What follows belongs to an exercise in optimizing a design on an open flow for a short achievable clock period and few clock cycles; a production flow would make more cautious choices. Power is estimated from default activity; no workload was simulated.

==> run a <==
Design riscv_core, start of the top module:
module riscv_core #(
  parameter rv_pkg::word_t RESET_PC = 32'h0
) (
  input  logic  sys_clk,
  input  logic  reset_n,
  output rv_pkg::word_t imem_addr,
  input  rv_pkg::word_t imem_read_data,
  output logic  dmem_read_cmd_valid,
  output logic  dmem_write_cmd_valid,
  output rv_pkg::word_t dmem_addr,
  output rv_pkg::word_t dmem_write_data,
  input  rv_pkg::word_t dmem_read_data
);
clock: 7.6 ns
lec_check: 0
abc_clock_period_in_ps: 2500
cap_margin: 20
core_margin: 2
core_utilization: 40
setup_slack_margin: 4.5
slew_margin: 20
run.sh (not shown) runs the stock make flow with config.mk's settings and CLKGATE_MAP_FILE= SYNTH_SCRIPT=/design/flow/synth_recipe.tcl, a recipe that flattens the netlist after the stock synthesis.
==> run b: changes against run a <==
--- a/flow/design.v
+++ b/flow/design.v
@@ -125,16 +125,18 @@
   input  logic          k_slt,      
   input  logic          k_sltu,     
   input  logic          k_sll,
   input  logic          k_srl,
   input  logic          k_sra,
   input  logic          k_xor,
   input  logic          k_or,
   input  logic          k_and,
+  input  logic          k_ld,       
+  input  rv_pkg::word_t ld_data,
   output rv_pkg::word_t result,
   output rv_pkg::word_t addr        
 );
   logic [32:0]   s00, s10, s01, d01;
   rv_pkg::word_t s11;
   logic          lt00, lt10, lt01, ltu00, ltu10, ltu01;
   logic          lt, ltu;
   rv_pkg::word_t op_a, op_b;
@@ -163,17 +165,18 @@
                 | ({32{k_sub01}} & d01[31:0])
                 | ({32{k_add11}} & s11)
                 | {31'b0, (k_slt && lt) || (k_sltu && ltu)}
                 | ({32{k_sll}}   & sll)
                 | ({32{k_srl}}   & srl)
                 | ({32{k_sra}}   & sra)
                 | ({32{k_xor}}   & (op_a ^ op_b))
                 | ({32{k_or}}    & (op_a | op_b))
-                | ({32{k_and}}   & (op_a & op_b));
+                | ({32{k_and}}   & (op_a & op_b))
+                | ({32{k_ld}}    & ld_data);
   assign addr = fwd_a ? s10[31:0] : s00[31:0];
 endmodule
 `timescale 1ns/1ps
 module memory_writeback (
   input  logic          wb_is_load,
   input  rv_pkg::word_t wb_alu,
   input  rv_pkg::word_t dmem_read_data,
   output rv_pkg::word_t wb_data
@@ -218,16 +221,18 @@
     .use_rs1   (f_use1),
     .use_rs2   (f_use2),
     .rd        (f_rd),
     .alu_sel   (f_alu_sel),
     .imm       (f_imm)
   );
   logic              d_valid, d_is_load, d_is_store, d_reg_write, d_use_imm, d_early;
   logic              d_use1, d_use2, d_sub;
+  logic              d_issued;   
+  logic              f_super;    
   rv_pkg::reg_addr_t d_rs1_raw, d_rs2_raw;
   rv_pkg::reg_addr_t d_rs1, d_rs2, d_rd;
   logic [N-1:0]      d_alu_sel;
   rv_pkg::word_t     d_imm;
   always_ff @(posedge sys_clk) begin
     if (!reset_n) begin
       imem_addr   <= RESET_PC;
       fetch_valid <= 1'b0;
@@ -250,30 +255,32 @@
     if (stall && !skid_valid) begin
       skid <= imem_read_data;
     end
     if (!stall) begin
       d_is_load   <= f_is_load;
       d_is_store  <= f_is_store;
       d_reg_write <= f_reg_write;
       d_use_imm   <= f_use_imm;
-      d_early     <= f_is_load && (f_rs1 == '0);
+      d_early     <= (f_is_load || f_is_store) && (f_rs1 == '0);
+      d_issued    <= f_super;
       d_rs1       <= f_rs1;
       d_rs1_raw   <= f_instr[19:15];
       d_rs2_raw   <= f_instr[24:20];
       d_use1      <= f_use1;
       d_use2      <= f_use2;
       d_sub       <= f_alu_sel[rv_pkg::A_SUB] || f_alu_sel[rv_pkg::A_SLT] || f_alu_sel[rv_pkg::A_SLTU];
       d_rs2       <= f_rs2;
       d_rd        <= f_rd;
       d_alu_sel   <= f_alu_sel;
       d_imm       <= f_use_imm ? (f_imm ^ {32{f_alu_sel[rv_pkg::A_SLT] || f_alu_sel[rv_pkg::A_SLTU]}}) : '0;
     end
   end
   logic              e_valid, e_is_load, e_is_store, e_reg_write;
+  logic              e_super;        
   logic              e_late_mem;     
   rv_pkg::reg_addr_t e_rd;
   logic              e_fwd_a, e_fwd_b, e_fwd_s;
   logic              e_sub, e_k_add00, e_k_add10, e_k_add01, e_k_sub01, e_k_add11;
   logic              e_k_slt, e_k_sltu, e_k_sll, e_k_srl, e_k_sra, e_k_xor, e_k_or, e_k_and;
   rv_pkg::word_t     e_a, e_b, e_s;
   logic              m_alu_write;    
   logic              m_load_write;   
@@ -314,18 +321,18 @@
   assign stall = d_valid && (st_e || st_m);
   rv_pkg::reg_addr_t n_rs1, n_rs2;    
   logic              n_use1, n_use2;
   logic              e_alu_write, e_early_write, e_late_write, m_write;
   assign n_rs1  = stall ? d_rs1_raw : f_instr[19:15];
   assign n_rs2  = stall ? d_rs2_raw : f_instr[24:20];
   assign n_use1 = stall ? d_use1 : f_use1;
   assign n_use2 = stall ? d_use2 : f_use2;
-  assign e_alu_write   = e_valid && e_reg_write && !e_is_load;
-  assign e_early_write = e_valid && e_reg_write && e_is_load && !e_late_mem;
+  assign e_alu_write   = e_valid && e_reg_write && (!e_is_load || e_super);
+  assign e_early_write = e_valid && e_reg_write && e_is_load && !e_late_mem && !e_super;
   assign e_late_write  = e_valid && e_reg_write && e_is_load && e_late_mem;
   assign m_write       = m_alu_write || m_load_write || m_early_write;
   function automatic logic [31:1] onehot(input rv_pkg::reg_addr_t r);
     onehot = '0;
     for (int i = 1; i < 32; i++) begin
       if (r == 5'(i)) onehot[i] = 1'b1;
     end
   endfunction
@@ -346,43 +353,50 @@
     r1_byp <= (n1_m || n1_l || n1_w) && n_use1;
     r2_byp <= (n2_m || n2_l || n2_w) && n_use2;
     r1_m   <= n1_m;
     r2_m   <= n2_m;
     r1_in  <= n1_l || (n1_w && m_load_write);
     r2_in  <= n2_l || (n2_w && m_load_write);
     r1_w   <= n1_w && !m_load_write;
     r2_w   <= n2_w && !m_load_write;
-    st_e   <= !stall && d_valid && d_is_load && d_reg_write &&
+    st_e   <= !stall && d_valid && d_is_load && d_reg_write && !d_issued &&
               (((d_rd == f_instr[19:15]) && f_use1) || ((d_rd == f_instr[24:20]) && f_use2));
     st_m   <= e_late_write && ((e1 && n_use1) || (e2 && n_use2));
   end
-  logic load_early_now;
-  assign load_early_now = d_valid && d_early && !stall && !(e_valid && e_late_mem);
+  logic early_now, load_early_now, store_early_now;
+  assign early_now       = d_valid && d_early && !d_issued && !stall && !(e_valid && e_late_mem) &&
+                           !(d_is_store && e_alu_write && (e_rd == d_rs2));
+  assign load_early_now  = early_now && d_is_load;
+  assign store_early_now = early_now && d_is_store;
+  assign f_super = (skid_valid || fetch_valid) && f_is_load && (f_rs1 == '0) && !stall &&
+                   !(d_valid && (d_is_load || d_is_store) && !d_issued) &&
+                   !(e_valid && e_late_mem);
   always_ff @(posedge sys_clk) begin
     if (!reset_n) begin
       e_valid <= 1'b0;
     end else begin
       e_valid <= d_valid && !stall;
     end
-    e_late_mem <= (d_is_load && !load_early_now) || d_is_store;
+    e_late_mem <= (d_is_load || d_is_store) && !early_now && !d_issued;
   end
   logic d_fwd_a, d_fwd_b, d_add;
   assign d_fwd_a = e_alu_write && (e_rd == d_rs1);
   assign d_fwd_b = e_alu_write && (e_rd == d_rs2) && !d_use_imm;
-  assign d_add   = d_alu_sel[rv_pkg::A_ADD] || d_alu_sel[rv_pkg::A_SUB];
+  assign d_add   = (d_alu_sel[rv_pkg::A_ADD] && !d_issued) || d_alu_sel[rv_pkg::A_SUB];
   always_ff @(posedge sys_clk) begin
     e_is_load   <= d_is_load;
     e_is_store  <= d_is_store;
     e_reg_write <= d_reg_write;
     e_rd        <= d_rd;
     e_fwd_a     <= d_fwd_a;
     e_fwd_b     <= d_fwd_b;
     e_fwd_s     <= e_alu_write && (e_rd == d_rs2);
     e_sub       <= d_sub;
+    e_super     <= d_issued;
     e_k_add00   <= d_add && !d_fwd_a && !d_fwd_b;
     e_k_add10   <= d_add &&  d_fwd_a && !d_fwd_b;
     e_k_add01   <= d_alu_sel[rv_pkg::A_ADD] && !d_fwd_a && d_fwd_b;
     e_k_sub01   <= d_alu_sel[rv_pkg::A_SUB] && !d_fwd_a && d_fwd_b;
     e_k_add11   <= d_add &&  d_fwd_a &&  d_fwd_b;
     e_k_slt     <= d_alu_sel[rv_pkg::A_SLT];
     e_k_sltu    <= d_alu_sel[rv_pkg::A_SLTU];
     e_k_sll     <= d_alu_sel[rv_pkg::A_SLL];
@@ -412,39 +426,42 @@
     .k_slt   (e_k_slt),
     .k_sltu  (e_k_sltu),
     .k_sll   (e_k_sll),
     .k_srl   (e_k_srl),
     .k_sra   (e_k_sra),
     .k_xor   (e_k_xor),
     .k_or    (e_k_or),
     .k_and   (e_k_and),
+    .k_ld    (e_super),
+    .ld_data (dmem_read_data),
     .result  (alu_result),
     .addr    (addr)
   );
   always_ff @(posedge sys_clk) begin
     if (!reset_n) begin
       dmem_read_cmd_valid  <= 1'b0;
       dmem_write_cmd_valid <= 1'b0;
       m_alu_write          <= 1'b0;
       m_load_write         <= 1'b0;
       m_early_write        <= 1'b0;
     end else begin
-      dmem_read_cmd_valid  <= (e_valid && e_is_load && e_late_mem) || load_early_now;
-      dmem_write_cmd_valid <= e_valid && e_is_store;
+      dmem_read_cmd_valid  <= (e_valid && e_is_load && e_late_mem) || load_early_now || f_super;
+      dmem_write_cmd_valid <= (e_valid && e_is_store && e_late_mem) || store_early_now;
       m_alu_write          <= e_alu_write;
       m_load_write         <= e_late_write;
       m_early_write        <= e_early_write;
     end
   end
   always_ff @(posedge sys_clk) begin
     m_rd            <= e_rd;
     m_res           <= alu_result;
-    dmem_addr       <= (d_early && !(e_valid && e_late_mem)) ? d_imm : addr;
-    dmem_write_data <= st_data;
+    dmem_addr       <= f_super ? f_imm :
+                       (d_early && !(e_valid && e_late_mem)) ? d_imm : addr;
+    dmem_write_data <= (e_valid && e_late_mem) ? st_data : d_v2;
   end
   always_ff @(posedge sys_clk) begin
     if (!reset_n) begin
       w_we      <= '0;
       w_is_load <= 1'b0;
     end else begin
       w_we      <= m_write ? onehot(m_rd) : '0;
       w_is_load <= m_load_write;
==> qor summary <==
| metric | run a | run b |
|---|---|---|
| Number of placed cells counting well taps | 8397 | 8532 |
| Headroom to the max-slew limit | 0.142 | 0.102 |
| Path depth of the worst reg2reg path | 15 | 13 |
| Final setup skew | 53.0 ps | 50.4 ps |
| Critical Path Stages | 15 | 13 |
| Share of final-layout standard cells stronger than drive strength 1 | 0.182 | 0.212 |
| Met3 Use GR | 0.146 | 0.138 |
| Transition at the pin with the smallest max-transition slack | 1280 ps | 1340 ps |
| Hold Path End | e_k_xor | e_k_srl |
| Antenna violations before repair | 13 | 25 |
| Power share of the combinational group | 0.086 | 0.094 |
| Sequential-to-total area share from yosys stat | 0.572 | 0.568 |
| Sequential fraction of total cell area | 0.483 | 0.468 |
| Count of multi-input combinational gates | 4067 | 4155 |
| Yosys top cell area share | 0.457 | 0.454 |
| Vias after detailed routing | 63000 | 65300 |
| Simple-gate portion of the synthesized area | 0.0875 | 0.0877 |
| Outcome | timing/DRC/antenna clean | timing/DRC/antenna clean |
| Met2 Routed Length | 135000 um | 145000 um |
No functional check of the RTL was part of any run of this note.

==> re-timing with driven ports <==
How much do the figures lean on ideal ports? The routed layouts below were timed once more, with nothing changed but the port constraints. Step 1, drivers: a clkbuf_16 drives sys_clk and a buf_2 each remaining input, both assumed. Step 2 adds t to the input delays and takes it off the output delays; t is the mean of the earliest and latest rising clock arrival at the registers after step 1. Input paths then give back, and output paths get back, about the clock's delay inside the block. Three values: ideal, step 1, step 2; two values: the first two.
run	shift t [ns]	slack for setup (ns)	worst setup path after step 2	slew at the worst register clock pin (ns)	worst slew at a driven data input, ns
run a	0.910	3.858 / 3.858 / 3.664	input to register	0.07 / 0.07	0.11
run b	0.911	4.192 / 4.192 / 3.499	input to register	0.07 / 0.07	0.12
After both steps setup and hold are still met in every run listed. For run b, which loses most, drivers alone change the setup slack by 0.000 ns; drivers and shift together by -0.693 ns.
